This is an optimization exercise on Yosys and OpenROAD, whose aim is a short achievable clock period and few clock cycles, not a production implementation. Where RTL was checked, it was by simulation tests only, not by an equivalence proof against the original. Power is estimated from default activity; no workload was simulated.

==> flow/design.v (excerpt) <==
module cpu_top (
    input  logic                      clock,
    input  logic                      arst_n,
    output logic [32-1:0]     imem_addr,
    input  logic [32-1:0]     imem_rdata,
    output logic [32-1:0]     dmem_addr,
    output logic [32-1:0]     dmem_wdata,
    output logic                      dmem_wren,
    input  logic [32-1:0]     dmem_rdata,
    output logic [5-1:0] rf_raddr_a,
    output logic [5-1:0] rf_raddr_b,
    input  logic [32-1:0]     rf_rdata_a,
    input  logic [32-1:0]     rf_rdata_b,
    output logic                      rf_wen,
    output logic [5-1:0] rf_widx,
    output logic [32-1:0]     rf_wdata
);
    localparam logic [4:0] OP_R    = 5'd0;
    localparam logic [4:0] OP_J    = 5'd1;
    localparam logic [4:0] OP_BNE  = 5'd2;
    localparam logic [4:0] OP_JAL  = 5'd3;
    localparam logic [4:0] OP_JR   = 5'd4;
    localparam logic [4:0] OP_ADDI = 5'd5;
    localparam logic [4:0] OP_BLT  = 5'd6;
    localparam logic [4:0] OP_SW   = 5'd7;
    localparam logic [4:0] OP_LW   = 5'd8;
    logic [31:0] pc;
    logic [31:0] ras;
    logic [31:0] bp;
    logic [4:0]  bp_idx_n;
    logic        u_valid;
  ...
Settings: LEC_CHECK=0, ABC_CLOCK_PERIOD_IN_PS=2000, CAP_MARGIN=20, CORE_MARGIN=2, CORE_UTILIZATION=40, SETUP_SLACK_MARGIN=5, SLEW_MARGIN=20, TNS_END_PERCENT=100; clock period 9.0 ns.
standard.sh (not shown) runs the stock make flow with config.mk's settings and CLKGATE_MAP_FILE= SYNTH_SCRIPT=/design/flow/synth_recipe.tcl, a recipe that flattens the netlist after the stock synthesis.
==> flow/flow/run.sh <==
#!/bin/bash
# The standard layout, with timing repair aiming somewhat below the clock
# period: repair_timing keeps working until the setup slack reaches
# SETUP_SLACK_MARGIN. Make's output goes to standard.log, ORFS's own logs to
# orfs/logs.
set -euo pipefail
bash standard.sh SETUP_SLACK_MARGIN=5.8 finish > standard.log 2>&1
Testbench counts at the start, summed over its fixed seeds: cycles 47,641.
Next try:
--- a/flow/design.v
+++ b/flow/design.v
@@ -114,19 +114,19 @@
     localparam logic [4:0] OP_JAL  = 5'd3;
     localparam logic [4:0] OP_JR   = 5'd4;
     localparam logic [4:0] OP_ADDI = 5'd5;
     localparam logic [4:0] OP_BLT  = 5'd6;
     localparam logic [4:0] OP_SW   = 5'd7;
     localparam logic [4:0] OP_LW   = 5'd8;
     logic [31:0] pc;
     logic [31:0] ras;
     logic [31:0] bp;
-    logic [4:0]  bp_idx_n;
+    logic [4:0]  bp_idx;
     logic        u_valid;
     logic [4:0]  u_idx;
     logic        u_taken;
     logic        r_redirect;
     logic        d_valid;
     logic [31:0] d_insn;
     logic [31:0] d_pc1;
     logic [4:0]  d_pcl;
     logic        d_pred_taken;
@@ -183,19 +183,19 @@
     assign f_insn    = imem_rdata;
     assign f_op      = f_insn[31:27];
     proc_ks_add i_f_pc1 (.x(pc), .y(32'd0), .cin(1'b1), .s(f_pc1), .cout());
     assign f_imm     = {{15{f_insn[16]}}, f_insn[16:0]};
     assign f_target  = {{5{f_insn[26]}}, f_insn[26:0]};
     logic [9:0] f_brtgt_lo;
     proc_ks_add #(.W(10)) i_f_brtgt (.x(f_pc1[9:0]), .y(f_insn[9:0]), .cin(1'b0), .s(f_brtgt_lo), .cout());
     assign f_brtgt = {f_pc1[31:10], f_brtgt_lo};
     assign f_is_br   = (f_op == OP_BNE) || (f_op == OP_BLT);
-    assign f_pred_taken = f_is_br && (f_insn[16] || bp[~bp_idx_n]);
+    assign f_pred_taken = f_is_br && (f_insn[16] || bp[bp_idx]);
     always_comb begin
         if ((f_op == OP_J) || (f_op == OP_JAL)) begin
             f_pred_npc = f_target;
         end else if (f_op == OP_JR) begin
             f_pred_npc = ras;
         end else if (f_pred_taken) begin
             f_pred_npc = f_brtgt;
         end else begin
             f_pred_npc = f_pc1;
@@ -318,33 +318,37 @@
     assign dmem_addr  = m_result;
     assign dmem_wdata = m_sdata;
     assign dmem_wren  = m_wren;
     assign rf_wen   = w_en;
     assign rf_widx  = w_idx;
     assign rf_wdata = w_data;
     always_ff @(posedge clock or negedge arst_n) begin
         if (!arst_n) begin
             pc       <= 32'h0000_0000;
-            bp_idx_n <= 5'h1f;   
             ras      <= '0;
         end else begin
             if (r_redirect) begin
                 pc       <= redirect_pc;
-                bp_idx_n <= ~redirect_pc[4:0];
             end else if (!stall) begin
                 pc       <= f_pred_npc;
-                bp_idx_n <= ~f_pred_npc[4:0];
             end
             if (f_op == OP_JAL) begin
                 ras <= f_pc1;
             end
         end
     end
+    always_ff @(posedge clock) begin
+        if (r_redirect) begin
+            bp_idx <= redirect_pc[4:0];
+        end else if (!stall) begin
+            bp_idx <= f_pred_npc[4:0];
+        end
+    end
     always_ff @(posedge clock or negedge arst_n) begin
         if (!arst_n) begin
             d_valid <= 1'b0;
         end else if (!stall) begin
             d_valid <= !r_redirect;
         end else if (r_redirect) begin
             d_valid <= 1'b0;
         end
     end
=>
- The new run completed with no timing, DRC or antenna violations
- hold slack barely changes
- via count goes up by a few percent
- worst setup slack loses 0.014 ns
- wire length goes up by a little under a tenth
- synthesized cell count goes up slightly
- fmax goes down slightly
- combinational power goes up by roughly a tenth
- non-clock buffer count goes down by 1
- clock skew goes down by 0.0035 ns
- final cell count goes up slightly
Function not checked in the second run of this note: the RTL went through the layout flow alone.


Another version of the RTL of cpu_top (not shown whole).
Size in the first run: roughly 470 flip-flops, about 280 I/O pins, about 34000 µm² of cells after synthesis.
==> module proc_ks_add, before the edit <==
module proc_ks_add #(
    parameter int W = 32
) (
    input  logic [W-1:0] x,
    input  logic [W-1:0] y,
    input  logic         cin,
    output logic [W-1:0] s,
    output logic         cout
);
    localparam int L = $clog2(W);
    logic [W-1:0] p0;
    logic [W-1:0] g [0:L];
    logic [W-1:0] p [0:L];
    assign p0 = x ^ y;
    always_comb begin
        g[0] = x & y;
        g[0][0] = (x[0] & y[0]) | (p0[0] & cin);
        p[0] = p0;
    end
    for (genvar l = 0; l < L; l++) begin : g_lvl
        for (genvar i = 0; i < W; i++) begin : g_bit
            if (i >= (1 << l)) begin : g_comb
                assign g[l+1][i] = g[l][i] | (p[l][i] & g[l][i-(1<<l)]);
                assign p[l+1][i] = p[l][i] & p[l][i-(1<<l)];
            end else begin : g_pass
                assign g[l+1][i] = g[l][i];
                assign p[l+1][i] = p[l][i];
            end
        end
    end
    assign s    = p0 ^ {g[L][W-2:0], cin};
    assign cout = g[L][W-1];
endmodule
==> flow/config.mk <==
export PLATFORM = sky130hd
export DESIGN_NAME = cpu_top
export DESIGN_NICKNAME = cpu_top
export VERILOG_FILES = /design/flow/design.v
export SDC_FILE = /design/flow/constraint.sdc
export NUM_CORES = 4
export LEC_CHECK = 0
export ABC_CLOCK_PERIOD_IN_PS = 2000
export CAP_MARGIN = 20
export CORE_MARGIN = 2
export CORE_UTILIZATION = 40
export SETUP_SLACK_MARGIN = 5
export SLEW_MARGIN = 20
export TNS_END_PERCENT = 100
==> flow/constraint.sdc <==
create_clock -name core_clock -period 9.0 [get_ports {clock}]
set_input_delay 1.8000 -clock core_clock [delete_from_list [all_inputs] [get_ports {clock}]]
set_output_delay 1.8000 -clock core_clock [all_outputs]
set_load 0.01 [all_outputs]
run.sh (not shown) runs the stock make flow with config.mk's settings and CLKGATE_MAP_FILE= SYNTH_SCRIPT=/design/flow/synth_recipe.tcl, a recipe that flattens the netlist after the stock synthesis.
Stock flow here: none of the scripts above is used.
Rerun with:
--- a/flow/design.v
+++ b/flow/design.v
@@ -65,11 +65,11 @@
     input  logic [W-1:0] y,
     input  logic         cin,
     output logic [W-1:0] s,
     output logic         cout
 );
-    localparam int L = $clog2(W);
+    localparam int L = 5;
     logic [W-1:0] p0;
     logic [W-1:0] g [0:L];
     logic [W-1:0] p [0:L];
     assign p0 = x ^ y;
     always_comb begin
=> The new run went through all stages and came out clean; synthesized cell count stays the same; design area does not change; non-clock buffer count stays the same; via count is unchanged; final cell count is unchanged; area after synthesis stays the same; count of clock-buffer cells in the layout does not change; combinational power hardly moves; clock skew is unchanged; maximum frequency does not change; setup slack is unchanged; hold slack does not change; die area does not change.
Testbench counts after the change, summed over its fixed seeds: cycles 50,615.
No functional check of the RTL was part of the first run of this note.

[what the ideal ports hide]
In the flow no input, the clock included, has a driving cell. The finished layouts below were timed again as built, in two steps.
Step 1, drivers: a clkbuf_16 drives clock and a buf_2 each remaining input, both assumed.
Step 2 moves the port delays by t, midway between the first and last clock arrival at a register: inputs arrive t later, outputs are due t later. That takes back most of the time a late clock gives input paths.
a / b / c = ideal / step 1 / step 2; a / b = the first two.
run | shift t [ns] | setup WS [ns] | worst hold slack (ns) | worst data-port slew with drivers (ns) | cell pins on the clock port's net
the first run of note 1 | 0.698 | 5.651 / 5.651 / 5.114 | 0.326 / 0.326 / 0.326 | 0.08 | 1
the second run of note 1 | 0.697 | 5.636 / 5.636 / 5.142 | 0.326 / 0.326 / 0.326 | 0.07 | 1
the first run of note 2 | 0.707 | 4.651 / 4.651 / 4.139 | 0.375 / 0.375 / 0.375 | 0.08 | 1
the second run of note 2 | 0.707 | 4.651 / 4.651 / 4.139 | 0.375 / 0.375 / 0.375 | 0.08 | 1
After both steps every run listed still meets setup and hold. For the first run of note 1, which loses most, drivers alone change the setup slack by 0.000 ns; drivers and shift together by -0.537 ns.
